Background: an optimization exercise with open tools, aiming at a short achievable clock period and few clock cycles. Do not read the settings as production practice.
Function was checked by simulation only, so behaviour that the tests miss may differ from the original.
Power is estimated from default activity; no workload was simulated.

File: flow/design.v
package rv_isa_pkg;
    localparam int REG_IDX_W = 5;
    localparam int NUM_REGS  = 32;
    localparam int OPCODE_LSB = 0;
    localparam int RD_LSB     = 7;
    localparam int FUNCT3_LSB = 12;
    localparam int RS1_LSB    = 15;
    localparam int RS2_LSB    = 20;
    localparam int FUNCT7_LSB = 25;
    typedef enum logic [6:0] {
        OP     = 7'b0110011,   
        OP_IMM = 7'b0010011,
        LOAD   = 7'b0000011,
        STORE  = 7'b0100011,
        BRANCH = 7'b1100011,
        SYSTEM = 7'b1110011    
    } opcode_e;
    typedef enum logic [2:0] {ADD, SUB, AND, OR, XOR} alu_op_e;
    localparam logic [31:0] NOP_INST = 32'h0000_0013;   
    localparam logic [31:0] WFI_INST = 32'h1050_0073;
endpackage
package rv_pipe_pkg;
    localparam int XLEN = 32;
    typedef enum logic [1:0] {BUS_NONE, BUS_LOAD, BUS_STORE} bus_cmd_e;
    typedef enum logic [1:0] {RUNNING, HALTED, ILLEGAL} status_e;
    typedef struct packed {
        logic            valid;
        logic [XLEN-1:0] pc;
        logic [XLEN-1:0] npc;
        logic [31:0]     inst;
    } if_id_t;
    typedef struct packed {
        logic                             valid;
        logic [XLEN-1:0]                  pc;
        logic [XLEN-1:0]                  npc;
        logic [4:0]                       rs1_idx;   
        logic [4:0]                       rs2_idx;
        logic [XLEN-1:0]                  rs1_value;
        logic [XLEN-1:0]                  rs2_value;
        logic [XLEN-1:0]                  imm;
        logic [4:0]                       dest;      
        logic [2:0]                       alu_op;    
        logic                             use_imm;
        logic                             rd_mem;
        logic                             wr_mem;
        logic                             is_branch;
        logic                             branch_on_ne;
        logic                             halt;
        logic                             illegal;
    } id_ex_t;
    typedef struct packed {
        logic                             valid;
        logic [XLEN-1:0]                  npc;
        logic [4:0]                       dest;
        logic [XLEN-1:0]                  alu_result;   
        logic [XLEN-1:0]                  store_data;
        logic                             rd_mem;
        logic                             wr_mem;
        logic                             halt;
        logic                             illegal;
    } ex_mem_t;
    typedef struct packed {
        logic                             valid;
        logic [XLEN-1:0]                  npc;
        logic [4:0]                       dest;
        logic [XLEN-1:0]                  result;
        logic                             wr_en;
        logic                             halt;
        logic                             illegal;
    } mem_wb_t;
endpackage
module rv_pipeline_top #(
    parameter logic [rv_pipe_pkg::XLEN-1:0] RESET_PC = '0
) (
    input  logic                         clock,
    input  logic                         reset,
    output logic [1:0]                   mem_cmd,
    output logic [rv_pipe_pkg::XLEN-1:0] mem_addr,
    output logic [rv_pipe_pkg::XLEN-1:0] mem_wdata,
    input  logic [rv_pipe_pkg::XLEN-1:0] mem_rdata,
    output logic                         commit_valid,
    output logic                         commit_wr_en,
    output logic [4:0]                   commit_wr_idx,
    output logic [rv_pipe_pkg::XLEN-1:0] commit_wr_data,
    output logic [rv_pipe_pkg::XLEN-1:0] commit_npc,
    output logic [1:0]                   status
);
    localparam int CI = 5;              
    localparam int CN = 1 << CI;        
    localparam int TL = CI + 2;         
    logic [31:2]  pc;
    logic [CN-1:0] pc_oh;               
    logic [CN-1:0] pc_ohn;              
    logic [CN-1:0] f_match;             
    logic         ic_v   [0:CN-1];
    logic [10:TL] ic_tag [0:CN-1];
    logic [31:0]  ic_inst[0:CN-1];
    logic         ic_tk  [0:CN-1];      
    logic [10:2]  ic_npc [0:CN-1];      
    logic [10:2]  ic_tgt [0:CN-1];      
    logic         fl_v;
    logic [31:2]  fl_pc;
    logic [31:0]  fl_inst;
    logic         fl_tk;
    logic         fl_br;
    logic [31:2]  fl_npc;
    logic [31:2]  fl_tgt;
    logic         d_v;
    logic [31:2]  d_pc;
    logic [31:0]  d_inst;
    logic         d_pred;               
    logic         d_pr;                 
    logic [31:2]  d_tgt;                
    logic         d_mem;                
    logic         s_v;
    logic [31:2]  s_pc;
    logic [31:0]  s_inst;
    logic         s_pred, s_pr, s_mem;
    logic [31:2]  s_tgt;
    logic         stopped;              
    logic         e_v;
    logic [31:2]  e_npc;
    logic [31:2]  e_tgt;
    logic [31:0]  e_a, e_b, e_sd;
    logic [31:0]  e_bn;                 
    logic         e_la, e_lb;           
    logic         e_fs;                 
    logic         e_add, e_sub, e_and, e_or, e_xor;
    logic         e_ld, e_st, e_br, e_bne, e_pred;
    logic [4:0]   e_rd;
    logic         e_wen, e_halt, e_ill;
    logic         rd_r;
    logic         rd_tk;                
    logic [31:2]  rd_tgt, rd_npc;
    logic         bus_st;               
    logic         m_acc;                
    logic         pf_bus;               
    logic         lp_v;
    logic [31:2]  lp_br;                
    logic [31:2]  pf_ptr;               
    logic [4:0]   pf_cnt;               
    logic         f_hit_r;              
    logic [31:2]  pf0_a;                
    logic         pf1_v;                
    logic [31:2]  pf1_a;
    logic [31:0]  pf1_w;
    logic [31:0]  bus_addr;
    logic         m_v;
    logic [31:2]  m_npc;
    logic [4:0]   m_rd;
    logic         m_wen;
    logic [31:0]  m_res, m_sd;
    logic         m_ld, m_st, m_halt, m_ill;
    logic [31:0]  m_val;                
    logic         w_v;
    logic [31:2]  w_npc;
    logic [4:0]   w_rd;
    logic         w_wen;
    logic [31:0]  w_val;
    logic         w_halt, w_ill;
    logic [31:0]  rf [0:31];
    function automatic logic predict(input logic [31:0] w);
        predict = w[6:0] == 7'b1100011 && w[14:13] == 2'b00 &&
                  ((w[19:15] == w[24:20]) ? !w[12] : (w[12] || w[31]));
    endfunction
    function automatic logic [31:2] br_off(input logic [31:0] w);
        br_off = {{19{w[31]}}, w[31], w[7], w[30:25], w[11:9]};
    endfunction
    logic [CI-1:0] f_idx;
    logic          f_hit;               
    logic          f_hitd;              
    logic          f_take;              
    logic          f_got;               
    logic [31:0]   f_inst;
    logic          f_pred, f_pr;
    logic [31:2]   f_tgt, m_tgt;
    logic          d_redir;
    logic [31:0]   c_inst;
    logic          c_tk;
    logic [10:2]   c_npc, c_tgt;
    assign f_idx  = pc[TL-1:2];
    always_comb begin
        f_hit  = 1'b0;
        f_hitd = 1'b0;
        c_inst = '0;
        c_tk   = 1'b0;
        c_npc  = '0;
        c_tgt  = '0;
        for (int i = 0; i < CN; i++) begin
            f_hit  = f_hit | (pc_oh[i] && f_match[i]);
            f_hitd = f_hitd | (!pc_ohn[i] && f_match[i]);
            c_inst = c_inst | ({32{!pc_ohn[i]}} & ic_inst[i]);
            c_tk   = c_tk | (!pc_ohn[i] && ic_tk[i]);
            c_npc  = c_npc | ({9{pc_oh[i]}} & ic_npc[i]);
            c_tgt  = c_tgt | ({9{!pc_ohn[i]}} & ic_tgt[i]);
        end
    end
    assign f_take = !s_v && !rd_r && !d_redir;
    assign f_got  = f_take && (f_hit || (!m_acc && !pf_bus));
    assign m_tgt  = pc + br_off(mem_rdata);
    assign f_inst = f_hitd ? c_inst : mem_rdata;
    assign f_pred = f_hitd ? c_tk : predict(mem_rdata);
    assign f_pr   = !f_hitd && predict(mem_rdata);
    assign f_tgt  = f_hitd ? {pc[31:11], c_tgt} : m_tgt;
    logic [6:0]  opc;
    logic [2:0]  f3;
    logic [6:0]  f7;
    logic [4:0]  rd, rs1, rs2;
    logic        is_op, is_addi, is_lw, is_sw, is_br, is_wfi, is_ill;
    logic        use1, use2, d_wen;
    logic [31:0] imm_i, imm_s, imm_b;
    logic [31:2] d_npc4;
    logic        ld_hz, issue;
    assign opc = d_inst[6:0];
    assign f3  = d_inst[14:12];
    assign f7  = d_inst[31:25];
    assign rd  = d_inst[11:7];
    assign rs1 = d_inst[19:15];
    assign rs2 = d_inst[24:20];
    assign is_op   = opc == 7'b0110011 &&
                     ((f7 == 7'h00 && (f3 == 3'b000 || f3 == 3'b100 || f3 == 3'b110 || f3 == 3'b111))
                      || (f7 == 7'h20 && f3 == 3'b000));
    assign is_addi = opc == 7'b0010011 && f3 == 3'b000;
    assign is_lw   = opc == 7'b0000011 && f3 == 3'b010;
    assign is_sw   = opc == 7'b0100011 && f3 == 3'b010;
    assign is_br   = opc == 7'b1100011 && f3[2:1] == 2'b00;
    assign is_wfi  = d_inst == 32'h1050_0073;
    assign is_ill  = !(is_op || is_addi || is_lw || is_sw || is_br || is_wfi);
    assign use1  = is_op || is_addi || is_lw || is_sw || is_br;
    assign use2  = is_op || is_sw || is_br;
    assign d_wen = (is_op || is_addi || is_lw) && rd != 5'd0;
    assign imm_i = {{20{d_inst[31]}}, d_inst[31:20]};
    assign imm_s = {{20{d_inst[31]}}, d_inst[31:25], d_inst[11:7]};
    assign imm_b = {{19{d_inst[31]}}, d_inst[31], d_inst[7], d_inst[30:25], d_inst[11:8], 1'b0};
    assign d_npc4 = d_pc + 30'd1;
    logic ld1, ld2;
    assign ld1   = e_v && e_ld && e_wen && use1 && e_rd == rs1;
    assign ld2   = e_v && e_ld && e_wen && use2 && e_rd == rs2;
    assign ld_hz = (ld1 && !is_br) || (ld2 && !is_br && !is_sw);
    function automatic logic [31:0] ks_add(input logic [31:0] a, input logic [31:0] b,
                                           input logic cin);
        logic [31:0] g, p, gn, pn;
        g    = a & b;
        p    = a ^ b;
        g[0] = g[0] | (p[0] & cin);
        for (int d = 1; d < 32; d = d * 2) begin
            gn = g;
            pn = p;
            for (int i = d; i < 32; i++) begin
                gn[i] = g[i] | (p[i] & g[i - d]);
                pn[i] = p[i] & p[i - d];
            end
            g = gn;
            p = pn;
        end
        ks_add = (a ^ b) ^ {g[30:0], cin};
    endfunction
    logic [31:0] e_sum, e_dif, e_alu, e_lg;
    logic        imm_use;
    logic [31:0] imm_d, ob;
    logic        e_ok, e_taken, e_redir;
    assign e_sum   = ks_add(e_a, e_b, 1'b0);
    assign e_dif   = ks_add(e_a, e_bn, 1'b1);
    assign e_alu   = ({32{e_add}} & e_sum) | ({32{e_sub}} & e_dif) | e_lg;
    logic [31:0] cmp_a, cmp_b;
    assign cmp_a   = e_la ? mem_rdata : e_a;
    assign cmp_b   = e_lb ? mem_rdata : e_b;
    assign e_taken = (cmp_a == cmp_b) ^ e_bne;
    assign e_ok    = e_v && !rd_r;       
    assign e_redir = e_ok && e_br && (e_taken != e_pred);
    assign issue   = d_v && !ld_hz && !stopped && !rd_r;
    assign d_redir = d_v && d_pr;
    assign m_val = m_ld ? mem_rdata : m_res;
    assign mem_cmd   = bus_st ? 2'd2 : 2'd1;   
    assign mem_addr  = bus_addr;
    assign mem_wdata = m_sd;
    logic        e1, e2, m1, m2;
    logic [31:0] o1, o2, v1;
    assign e1 = rs1 != 5'd0 && e_v && e_wen && e_rd == rs1;
    assign e2 = rs2 != 5'd0 && e_v && e_wen && e_rd == rs2;
    assign m1 = rs1 != 5'd0 && m_v && m_wen && m_rd == rs1;
    assign m2 = rs2 != 5'd0 && m_v && m_wen && m_rd == rs2;
    assign o1 = m1 ? m_val : (rs1 == 5'd0) ? 32'd0 : rf[rs1];
    assign o2 = m2 ? m_val : (rs2 == 5'd0) ? 32'd0 : rf[rs2];
    assign imm_use = is_addi || is_lw || is_sw;
    assign imm_d   = is_sw ? imm_s : imm_i;
    assign e_lg    = ({32{e_and}} & (e_a & e_b)) | ({32{e_or}} & (e_a | e_b)) |
                     ({32{e_xor}} & (e_a ^ e_b));
    assign ob      = imm_use ? imm_d : o2;
    assign v1 = ({32{e1 && e_add}} & e_sum) | ({32{e1 && e_sub}} & e_dif) |
                ({32{e1 && !e_add && !e_sub}} & e_lg) | ({32{!e1}} & o1);
    logic        eb;
    logic [31:0] b_next;
    assign eb     = e2 && !imm_use;
    assign b_next = ({32{eb && e_add}} & e_sum) | ({32{eb && e_sub}} & e_dif) |
                    ({32{eb && !e_add && !e_sub}} & e_lg) | ({32{!eb}} & ob);
    logic [31:2]  pc_next, pc_inc;
    logic [10:2]  pc_lo1;
    logic         pc_cy;
    logic [31:11] pc_hi1;
    logic         d_take;                
    assign {pc_cy, pc_lo1} = {1'b0, pc[10:2]} + 10'd1;
    assign pc_hi1 = pc[31:11] + 21'd1;
    assign pc_inc = {pc_cy ? pc_hi1 : pc[31:11], pc_lo1};
    assign d_take = !d_v || issue;
    always_comb begin
        if (reset)
            pc_next = RESET_PC[31:2];
        else if (rd_r)
            pc_next = rd_tk ? rd_tgt : rd_npc;
        else if (d_redir)
            pc_next = d_tgt;
        else if (f_take && f_hit)
            pc_next = {pc[31:11], c_npc};
        else if (f_take && !m_acc && !pf_bus)
            pc_next = pc_inc;
        else
            pc_next = pc;
    end
    always_ff @(posedge clock) begin
        pc <= pc_next;
        for (int i = 0; i < CN; i++)
            pc_oh[i] <= pc_next[TL-1:2] == CI'(i);
        for (int i = 0; i < CN; i++)
            pc_ohn[i] <= pc_next[TL-1:2] != CI'(i);
    end
    always_ff @(posedge clock) begin
        if (d_take) begin
            d_pc   <= s_v ? s_pc   : pc;
            d_inst <= s_v ? s_inst : f_inst;
            d_pred <= s_v ? s_pred : f_pred;
            d_tgt  <= s_v ? s_tgt  : f_tgt;
            d_mem  <= s_v ? s_mem  : !f_hitd;
        end
        if (!s_v) begin
            s_pc   <= pc;
            s_inst <= f_inst;
            s_pred <= f_pred;
            s_pr   <= f_pr;
            s_tgt  <= f_tgt;
            s_mem  <= !f_hitd;
        end
        if (reset || rd_r) begin
            d_v  <= 1'b0;
            s_v  <= 1'b0;
            d_pr <= 1'b0;
        end else begin
            if (d_take) begin
                d_v  <= s_v || f_got;
                d_pr <= s_v ? s_pr : f_got && f_pr;
            end else if (d_redir) begin
                d_pr <= 1'b0;                
            end
            s_v <= s_v ? !d_take : f_got && !d_take;
        end
    end
    always_ff @(posedge clock) begin
        bus_st   <= !reset && e_ok && e_st;
        m_acc    <= !reset && e_ok && (e_ld || e_st);
        pf_bus   <= !reset && pf_go;
        bus_addr <= (!reset && e_ok && (e_ld || e_st)) ? e_sum :
                    pf_go ? {pf_ptr, 2'b00} : {pc_next, 2'b00};
        rd_r     <= !reset && e_redir;
        rd_tk    <= e_taken;
        rd_tgt   <= e_tgt;
        rd_npc   <= e_npc;
    end
    logic        pf_go;                  
    logic [31:2] pf1_tgt;
    logic [31:2] lp_len;                 
    logic        lp_set;                 
    logic [31:2] lp_pc, lp_np, lp_len_r;
    assign pf_go   = !reset && pf_cnt != 5'd0 && f_hit_r && !(e_ok && (e_ld || e_st));
    assign pf1_tgt = pf1_a + br_off(pf1_w);
    assign lp_len  = d_pc - d_tgt;
    always_ff @(posedge clock) begin
        f_hit_r <= f_hit && f_take;
        pf1_v   <= !reset && pf_bus;
        pf1_w   <= mem_rdata;
        if (pf_go)
            pf0_a <= pf_ptr;
        pf1_a   <= pf0_a;
        lp_set   <= !reset && issue && is_br && d_pred && d_inst[31] && !(lp_v && lp_br == d_pc);
        lp_pc    <= d_pc;
        lp_np    <= d_npc4;
        lp_len_r <= lp_len;
        if (reset) begin
            lp_v   <= 1'b0;
            pf_cnt <= 5'd0;
        end else if (lp_set) begin
            lp_v   <= 1'b1;
            lp_br  <= lp_pc;
            pf_ptr <= lp_np;
            pf_cnt <= (lp_len_r < 30'd31) ? 5'd31 - lp_len_r[6:2] : 5'd0;
        end else if (pf_go) begin
            pf_ptr <= pf_ptr + 30'd1;
            pf_cnt <= pf_cnt - 5'd1;
        end
    end
    always_ff @(posedge clock) begin
        if (d_v && d_mem) begin
            fl_v    <= !reset;
            fl_pc   <= d_pc;
            fl_inst <= d_inst;
            fl_tk   <= d_pred;
            fl_br   <= is_br;
            fl_npc  <= d_pred ? d_tgt : d_npc4;
            fl_tgt  <= d_tgt;
        end else begin                   
            fl_v    <= !reset && pf1_v;
            fl_pc   <= pf1_a;
            fl_inst <= pf1_w;
            fl_tk   <= predict(pf1_w);
            fl_br   <= pf1_w[6:0] == 7'b1100011 && pf1_w[14:13] == 2'b00;
            fl_npc  <= predict(pf1_w) ? pf1_tgt : pf1_a + 30'd1;
            fl_tgt  <= pf1_tgt;
        end
    end
    logic fl_ok;
    assign fl_ok = fl_npc[31:11] == fl_pc[31:11] && (!fl_br || fl_tgt[31:11] == fl_pc[31:11]);
    always_ff @(posedge clock) begin
        if (reset) begin
            for (int i = 0; i < CN; i++) ic_v[i] <= 1'b0;
        end else if (fl_v) begin
            ic_v[fl_pc[TL-1:2]] <= fl_ok;
        end
    end
    always_ff @(posedge clock) begin
        for (int i = 0; i < CN; i++) begin
            if (reset)
                f_match[i] <= 1'b0;
            else if (fl_v && fl_pc[TL-1:2] == CI'(i))
                f_match[i] <= fl_ok && fl_pc[10:TL] == pc_next[10:TL];
            else
                f_match[i] <= ic_v[i] && ic_tag[i] == pc_next[10:TL];
        end
    end
    always_ff @(posedge clock) begin
        if (fl_v) begin
            ic_tag [fl_pc[TL-1:2]] <= fl_pc[10:TL];
            ic_inst[fl_pc[TL-1:2]] <= fl_inst;
            ic_tk  [fl_pc[TL-1:2]] <= fl_tk;
            ic_npc [fl_pc[TL-1:2]] <= fl_npc[10:2];
            ic_tgt [fl_pc[TL-1:2]] <= fl_tgt[10:2];
        end
    end
    always_ff @(posedge clock) begin
        if (reset || rd_r)
            stopped <= 1'b0;
        else if (issue && (is_wfi || is_ill))
            stopped <= 1'b1;
    end
    always_ff @(posedge clock) begin
        e_v    <= !reset && issue;
        e_npc  <= d_npc4;
        e_tgt  <= d_tgt;
        e_a    <= v1;
        e_b    <= b_next;
        e_sd   <= o2;
        e_bn   <= ~b_next;
        e_la   <= ld1 && is_br;
        e_lb   <= ld2 && is_br;
        e_fs   <= e2 && is_sw;
        e_sub  <= is_op && f7[5];
        e_and  <= is_op && f3 == 3'b111;
        e_or   <= is_op && f3 == 3'b110;
        e_xor  <= is_op && f3 == 3'b100;
        e_add  <= !(is_op && (f7[5] || f3 != 3'b000));
        e_ld   <= is_lw;
        e_st   <= is_sw;
        e_br   <= is_br;
        e_bne  <= f3[0];
        e_pred <= d_pred;
        e_rd   <= rd;
        e_wen  <= d_wen;
        e_halt <= is_wfi;
        e_ill  <= is_ill;
    end
    always_ff @(posedge clock) begin
        m_v    <= !reset && e_ok;
        m_npc  <= e_npc;
        m_rd   <= e_rd;
        m_wen  <= e_wen;
        m_res  <= e_alu;
        m_sd   <= e_fs ? m_val : e_sd;
        m_ld   <= e_ld;
        m_st   <= e_st;
        m_halt <= e_halt;
        m_ill  <= e_ill;
    end
    always_ff @(posedge clock) begin
        if (m_v && m_wen)
            rf[m_rd] <= m_val;
    end
    always_ff @(posedge clock) begin
        w_v    <= !reset && m_v;
        w_npc  <= m_npc;
        w_rd   <= m_rd;
        w_wen  <= m_wen;
        w_val  <= m_val;
        w_halt <= m_halt;
        w_ill  <= m_ill;
    end
    always_ff @(posedge clock) begin
        if (reset)
            status <= 2'd0;
        else if (status == 2'd0 && w_v) begin
            if (w_ill)
                status <= 2'd2;
            else if (w_halt)
                status <= 2'd1;
        end
    end
    assign commit_valid   = w_v;
    assign commit_wr_en   = w_wen;
    assign commit_wr_idx  = w_rd;
    assign commit_wr_data = w_val;
    assign commit_npc     = {w_npc, 2'b00};
endmodule
File: flow/constraint.sdc
create_clock -name core_clock -period 7.0 [get_ports {clock}]
set_input_delay 1.4000 -clock core_clock [delete_from_list [all_inputs] [get_ports {clock}]]
set_output_delay 1.4000 -clock core_clock [all_outputs]
set_load 0.01 [all_outputs]
File: flow/run.sh
#!/bin/bash
# synth_recipe.tcl (not shown) runs the flow's synth.tcl, then flattens the netlist and writes it again
# the make line also repeats each setting of config.mk as NAME=value (left out here)
make -C /OpenROAD-flow-scripts/flow DESIGN_CONFIG=/design/flow/config.mk WORK_HOME=/design/flow/orfs CLKGATE_MAP_FILE= SYNTH_SCRIPT=/design/flow/synth_recipe.tcl finish
File: flow/config.mk
export PLATFORM = sky130hd
export DESIGN_NAME = rv_pipeline_top
export DESIGN_NICKNAME = rv_pipeline_top
export VERILOG_FILES = /design/flow/design.v
export SDC_FILE = /design/flow/constraint.sdc
export NUM_CORES = 4
export LEC_CHECK = 0
export ABC_CLOCK_PERIOD_IN_PS = 1000
export CAP_MARGIN = 20
export CORE_MARGIN = 2
export CORE_UTILIZATION = 35
export SETUP_SLACK_MARGIN = 5
export SLEW_MARGIN = 20
==> results of run 1 <==
## Yosys cell counts (35+ instances only)
library cell	number
a2111oi_0	37
a211oi_1	37
a21o_1	80
a21oi_1	314
a221o_1	119
a221oi_1	162
a22o_1	272
a22oi_1	424
and2_1	35
and3_1	51
buf_1	112
buf_2	84
clkbuf_1	400
dfxtp_1	944
edfxtp_1	3001
ha_1	189
inv_1	269
mux2_2	83
mux2i_1	251
mux4_2	640
nand2_1	647
nand2b_1	39
nand3_1	130
nand4_1	159
nor2_1	394
nor2b_1	77
nor3_1	141
nor4_1	47
o21ai_0	408
o22ai_1	104
or4_1	42
xnor2_1	223
xor2_1	215
## registers in the layout (all words and copies together), names as in the netlist, 128 cells and up, named ones only
name     flops
ic_tgt     288
rf        1024
ic_npc     288
ic_inst   1024
ic_tag     128
## kinds of logic (layout without fill, tap and decap cells)
group,Yosys count,after routing,share of synthesized area (%)
buffers and inverters,893,2878,2.22
and+or+nand+nor,1855,1867,5.45
AOI/OAI and AO/OA,2258,2261,10.1
adders and majority gates,194,194,1.52
muxes,974,974,11.0
DFF,3945,3945,67.3
other,1,51,0.00232
xor gates and xnor gates,438,438,2.37
## how the worst max path moves through the flow
stage | from | endpoint | slack (ns) | cells past startpoint
5_1_grt | pf1_w[9] | fl_tgt[30] | 3.58 | 14
3_3_place_gp | mem_rdata[9] | d_tgt[30] | 2.13 | 14
3_5_place_dp | mem_rdata[5] | rd_r | 2.11 | 10
6_report | pc_oh[3] | f_match[15] | 3.59 | 15
4_1_cts | pf1_w[9] | fl_tgt[30] | 3.77 | 14
2_1_floorplan | mem_rdata[9] | d_tgt[30] | 3.51 | 13
## power by group through the flow
stage,Combinational (uW),Clock [uW],Sequential (uW)
floorplan,7390,0,28900
global placement,12100,0,29600
detailed placement,12100,0,29600
CTS,17500,21500,29100
global route,20800,22400,29200
finish,20300,21500,29200
## what timing repair did
item / CTS / global route
gates resized for setup: 3379 / 912
buffers inserted: 828 / 356
setup endpoints to repair: 4788 / 2130
cloned: 190 / 58
pin swaps: 601 / 471
## per-layer routing
layer / vias up / share of wire, % / track usage, %
li1: 45500 / - / -
met1: 59800 / 35 / 35.6
met2: 9313 / 43 / 39.7
met3: 2041 / 14 / 7.06
met4: 24 / 7.7 / 16.3
met5: - / 0.025 / 0
## metrics by stage
stage / power (uW) / hold WS [ns] / cell area [um2]
6_report: 71000 / 0.309 / 216000
5_1_grt: 72500 / 0.317 / 216000
4_1_cts: 68100 / 0.310 / 208000
3_5_place_dp: 41700 / 0.312 / 172000
3_3_place_gp: 41600 / 0.310 / 172000
2_1_floorplan: 36300 / 0.310 / 163000
## area by class of cell
| type | instances | area, um2 | area share, % |
|---|---|---|---|
| well taps | 6149 | 7690 | 3.56 |
| inverters | 275 | 1390 | 0.643 |
| repair inverters | 29 | 216 | 0.100 |
| repair buffers | 1845 | 25300 | 11.7 |
| flip-flops and latches | 3945 | 110000 | 50.7 |
| clock buffers | 548 | 11200 | 5.16 |
| clock inverters | 181 | 1810 | 0.838 |
| diodes | 49 | 123 | 0.0567 |
| multi-input cells | 5736 | 59000 | 27.3 |
==> results.py, run 1 <==
metrics = {
    "worst_setup_path": {
        "cp_max_fo": 4,
        "worstSetupStartpointType": "flip-flop",
        "r2r_start": "pc_oh[3]",
        "worst_ep_arrival_time_ns": 4.32,
        "crit_top_cell": "buf_12",
        "path_class": "reg -> reg",
        "reg2reg_to": "f_match[15]",
        "critPathRequiredTime_ns": 7.90,
        "cpPeakStageDelay_ns": 0.65,
        "r2r_slack_ns": 3.59,
        "cp_top_family": "simple AND/OR/NAND/NOR gates",
        "path_cells": "buf_8, a22oi_2, nand4_1, or4_4, mux2i_4, o21ai_4, buf_12, and3_4, xnor2_4, buf_6, buf_12, nand4_4, buf_12, buf_12, o41ai_4",
        "path_buf_inv": 6,
        "worst_r2r_path_depth": 15,
        "endpoint_kind": "flip-flop",
        "crit_path_top_delay_cell": "or4_4",
    },
    "power": {
        "worst_ir_drop_vdd_mv": 0.277,
        "p_sw_share_pct": 31.4,
        "internal-power_uw": 48700,
        "p_per_area_nw_per_um2": 328,
        "comb_power_share_pct": 28.7,
        "power_switching_uw": 22300,
        "leakagePower_uw": 0.0749,
        "seqPwrFrac_pct": 41.1,
        "clock_power_share_pct": 30.2,
    },
    "placed_design": {
        "gp_congestion": 0.929,
        "hpwl_um": 348000,
        "portBuffers": 170,
        "place_ws_ns": 2.11,
        "dp.cells": 16500,
    },
    "global_routing": {
        "track_usage_pct": 26.9,
        "grt_max_degree": 88,
        "grt_pass1_vias": 107000,
        "grt_first_pass_wirelength_um": 884000,
        "antenna_found_initial": 49,
        "grt_overflow": 0,
    },
    "synth": {
        "ys_ff_latch": 3945,
        "async_reset_ff_share_pct": 0,
        "yosysWarnings": 1,
        "synth_top_area_share_pct": 55.7,
        "synth-edff-count": 3001,
        "synth_cells": 10600,
        "synth_top_area_cell": "edfxtp_1",
        "synth_area_leaders": "edfxtp_1 56%, dfxtp_1 12%, mux4_2 8.9%",
        "synth_ff_type": "edfxtp_1",
        "syn_area_um2": 162000,
        "yosysUniqueCellTypes": 99,
        "yosysSeqAreaShare_pct": 67.3,
        "syn_area_per_cell_um2": 15.3,
    },
    "timing": {
        "fin_crit_ns": 3.41,
        "fin_skew_ns": 0.135,
        "worstMarginPinSlew_ns": 1.16,
        "fin_crit_sh_pct": 48.8,
        "max_freq_mhz": 293,
        "finalHoldViolations": 0,
        "rsz0062_at_grt": "yes",
        "slew_headroom_pct": 22.6,
        "tns_ns": 0,
        "timing.final.max_slew_violations": 0,
        "setup_viol": 0,
        "postLayoutSetupSlackWorst_ns": 3.59,
    },
    "clock_tree": {
        "clk_pin_slew_worst_paths_ns": 0.06,
        "cts_hold_buf": 0,
        "cts.path.max_buffers": 4,
        "cts_made_buffers": 391,
        "cts.sinks": 3945,
        "htree_levels": 5,
        "ctsRootBufferMaster": "clkbuf_16",
        "clkLatencyLatePin_ns": 1.03,
        "cts_tree": "built",
    },
    "die": {
        "rows": 249,
        "num_io_pins": 173,
        "die_y_um": 684,
        "core_area_um2": 460000,
        "start_util_pct": 35.2,
        "die_x_um": 684,
        "die_area_um2": 468000,
    },
    "cells_and_area": {
        "nFillCells": 38200,
        "mostFrequentLayoutCells": "3001 x edfxtp_1, 739 x buf_4, 679 x dfxtp_1",
        "final_cells": 18800,
        "area_delta_synth_final_pct": 33.6,
        "fin_nets": 12500,
        "final_common_cell": "edfxtp_1",
        "drive_above_1_share_pct": 38.3,
        "post-route-util_pct": 47.0,
    },
    "detailed_routing": {
        "drcViolationCount": 0,
        "routed_via_density": 6.22,
        "drt_iter0_drc": 19300,
        "vias": 117000,
        "wire_per_inst_um": 36.0,
        "ant_nets": 0,
        "firstDrtPassIters": 12,
        "postRouteWirelength_um": 675000,
    },
    "hold_path": {
        "worstHoldStart": "e_tgt[2]",
        "hold_class": "reg -> reg",
        "hold_depth": 0,
        "min_to": "rd_tgt[2]",
    },
    "run_status": {
        "outcome": "timing/DRC/antenna clean",
    },
    "flow_run": {
        "drv_cap": 0,
    },
}
Testbench counts, summed over its fixed seeds: cycles 33,795.
==> run 2, diff against run 1 <==
--- a/flow/config.mk
+++ b/flow/config.mk
@@ -8,6 +8,6 @@
 export ABC_CLOCK_PERIOD_IN_PS = 1000
 export CAP_MARGIN = 20
 export CORE_MARGIN = 2
-export CORE_UTILIZATION = 35
+export CORE_UTILIZATION = 45
 export SETUP_SLACK_MARGIN = 5
 export SLEW_MARGIN = 20
==> results.py, run 2 <==
metrics = {
    "flow_run": {
        "drv_cap": 0,
    },
    "cells_and_area": {
        "final_common_cell": "edfxtp_1",
        "mostFrequentLayoutCells": "3001 x edfxtp_1, 870 x buf_4, 671 x dfxtp_1",
        "fin_nets": 12600,
        "drive_above_1_share_pct": 39.7,
        "post-route-util_pct": 60.5,
        "final_area_um2": 217000,
        "ff_latch_area_um2": 110000,
        "nFillCells": 25300,
        "area_delta_synth_final_pct": 34.0,
        "multiInputGateArea_um2": 59600,
    },
    "die": {
        "num_io_pins": 173,
        "rows": 220,
        "die_x_um": 604,
        "die_y_um": 604,
        "core_area_um2": 359000,
        "start_util_pct": 45.1,
        "die_area_um2": 365000,
    },
    "timing": {
        "worstMarginPinSlew_ns": 1.13,
        "fin_skew_ns": 0.139,
        "finalHoldViolations": 0,
        "rsz0062_at_grt": "yes",
        "fin_crit_sh_pct": 47.3,
        "worst_hold_slack_ns": 0.273,
        "slew_headroom_pct": 24.3,
        "timing.final.max_slew_violations": 0,
        "tns_ns": 0,
        "max_freq_mhz": 302,
        "fin_crit_ns": 3.31,
        "setup_viol": 0,
    },
    "detailed_routing": {
        "postRouteWirelength_um": 700000,
        "routed_via_density": 6.77,
        "drcViolationCount": 0,
        "vias": 119000,
        "ant_nets": 0,
        "drt_iter0_drc": 20200,
        "firstDrtPassIters": 9,
        "wire_per_inst_um": 39.9,
    },
    "worst_setup_path": {
        "endpoint_kind": "flip-flop",
        "worst_ep_arrival_time_ns": 4.22,
        "path_class": "reg -> reg",
        "crit_path_top_delay_cell": "dfxtp_4",
        "critPathRequiredTime_ns": 7.91,
        "cp_max_fo": 8,
        "cpPeakStageDelay_ns": 0.40,
        "crit_top_cell": "buf_6",
        "worstSetupStartpointType": "flip-flop",
        "path_cells": "a22oi_2, nand4_1, nor4_4, buf_6, or2_4, buf_6, buf_6, buf_6, o211ai_4, buf_4, a31oi_4, buf_4, nand4_4, clkbuf_16, o41ai_2",
    },
    "synth": {
        "ys_ff_latch": 3945,
        "synth_area_leaders": "edfxtp_1 56%, dfxtp_1 12%, mux4_2 8.9%",
        "synth.top_cells.by_count": "3001 x edfxtp_1, 944 x dfxtp_1, 647 x nand2_1, 640 x mux4_2, 424 x a22oi_1",
        "synth.most_common_cell": "edfxtp_1",
        "synth-edff-count": 3001,
        "synth_top_area_cell": "edfxtp_1",
        "async_reset_ff_share_pct": 0,
        "syn_area_per_cell_um2": 15.3,
        "synth_ff_type": "edfxtp_1",
        "syn_area_um2": 162000,
        "yosysUniqueCellTypes": 99,
        "yosysWarnings": 1,
        "yosysSeqAreaShare_pct": 67.3,
        "synth_cells": 10600,
        "synth_top_area_share_pct": 55.7,
    },
    "power": {
        "p_per_area_nw_per_um2": 332,
        "leakagePower_uw": 0.0759,
        "worst_ir_drop_vdd_mv": 0.286,
    },
    "clock_tree": {
        "cts_made_buffers": 408,
        "clk_pin_slew_worst_paths_ns": 0.07,
        "cts_tree": "built",
        "ctsRootBufferMaster": "clkbuf_16",
        "cts.sinks": 3945,
        "htree_levels": 5,
        "cts.path.max_buffers": 4,
        "clkLatencyLatePin_ns": 1.04,
    },
    "placed_design": {
        "placed_cell_area_um2": 170000,
        "hpwl_um": 353000,
        "gp_congestion": 0.935,
        "portBuffers": 170,
    },
    "hold_path": {
        "hold_class": "reg -> reg",
    },
    "global_routing": {
        "grt_max_degree": 87,
        "antenna_found_initial": 67,
        "track_usage_pct": 36.6,
        "grt_first_pass_wirelength_um": 919000,
        "grt_overflow": 0,
        "grt_pass1_vias": 111000,
    },
    "run_status": {
        "outcome": "timing/DRC/antenna clean",
    },
}
[run 2: cell type report]
| cell class | count | area share, % |
|---|---|---|
| clock buffers | 569 | 5.32 |
| well taps | 4773 | 2.75 |
| clock inverters | 197 | 0.974 |
| inverters | 275 | 0.684 |
| flip-flops and latches | 3945 | 50.6 |
| diodes | 49 | 0.0565 |
| multi-input cells | 5739 | 27.5 |
| repair buffers | 1957 | 12.1 |
| repair inverters | 33 | 0.115 |
[run 2: what timing repair did]
item,CTS,global route
resized for setup,3588,870
hold buffers,0,0
cloned,209,49
pin swaps,638,460
endpoints found under the setup margin,4665,2811
buffers inserted,950,342
[run 2: layer usage]
| metal | wire length [um] | global-route usage [%] | vias up |
|---|---|---|---|
| met4 | 64800 | 25.8 | 30 |
| met1 | 238000 | 47.2 | 60300 |
| li1 | - | - | 45800 |
| met3 | 96700 | 9.52 | 2588 |
| met2 | 300000 | 54.1 | 10100 |
| met5 | 207 | 0.0793 | - |
[run 2: final timing paths]
| path | end | slack (ns) | cells after the start | start |
|---|---|---|---|---|
| max | f_match[30] | 3.69 | 15 | pc_oh[21] |
| min | rd_tgt[12] | 0.27 | 0 | e_tgt[12] |
| max reg2reg | f_match[30] | 3.69 | 15 | pc_oh[21] |
| min reg2reg | rd_tgt[12] | 0.27 | 0 | e_tgt[12] |
[run 2: critical path: cells and delay by family, from the launching register on]
family | cells | cell delay (ns)
flops | 1 | 0.40
simple gates | 4 | 0.85
buf+inv | 7 | 1.16
compound gates | 4 | 0.79
[run 2: kinds of logic after synthesis]
kind of cell | synth area share [%]
adder cells (fa/ha/maj) | 1.52
AND/OR/NAND/NOR | 5.45
other | 0.00232
flip-flops | 67.3
multiplexers | 11.0
AO/OA/AOI/OAI | 10.1
buffers and inverters | 2.22
XOR/XNOR | 2.37
[run 2: through the flow]
step                worst slack (ns)  instances  total power, uW
finish                          3.69      17500            72100
global route                    3.63      17500            73600
CTS                             3.77      17100            69300
detailed placement              1.82      15200            41700
global placement                1.50      15200            41400
floorplan                       3.51      10600            36300
[run 2: power by group]
group | total (uW) | leakage, uW | internal [uW] | switching (uW)
registers | 29000 | 0.0352 | 27700 | 1360
clock network | 22300 | 0.00669 | 12700 | 9620
logic | 20800 | 0.0341 | 9090 | 11700
total | 72100 | 0.0759 | 49400 | 22700

==> afterwards: timing with drivers on the ports <==
The results above use ideal ports. As a check the final layouts listed here were re-extracted and re-timed, cells and wires unchanged. Step 1 assumes that a clkbuf_16 drives the clock port and a buf_2 every other input. Step 2 adds t to the input delays and takes it off the output delays; t is the mean of the earliest and latest rising clock arrival at the registers after step 1. Input paths then give back, and output paths get back, about the clock's delay inside the block. Slacks: ideal / step 1 / step 2; pairs: ideal / step 1.
run	shift t [ns]	setup WS [ns]	worst setup path at the end	clock arrival spread, ns	pins driven straight from the clock port
run 1	1.087	3.587 / 3.587 / 2.882	input to register	0.144 / 0.144	1
run 2	1.091	3.689 / 3.689 / 2.857	input to register	0.145 / 0.144	1
After both steps every run listed still meets setup and hold. For run 2, which loses most, drivers alone change the setup slack by 0.000 ns; drivers and shift together by -0.832 ns.
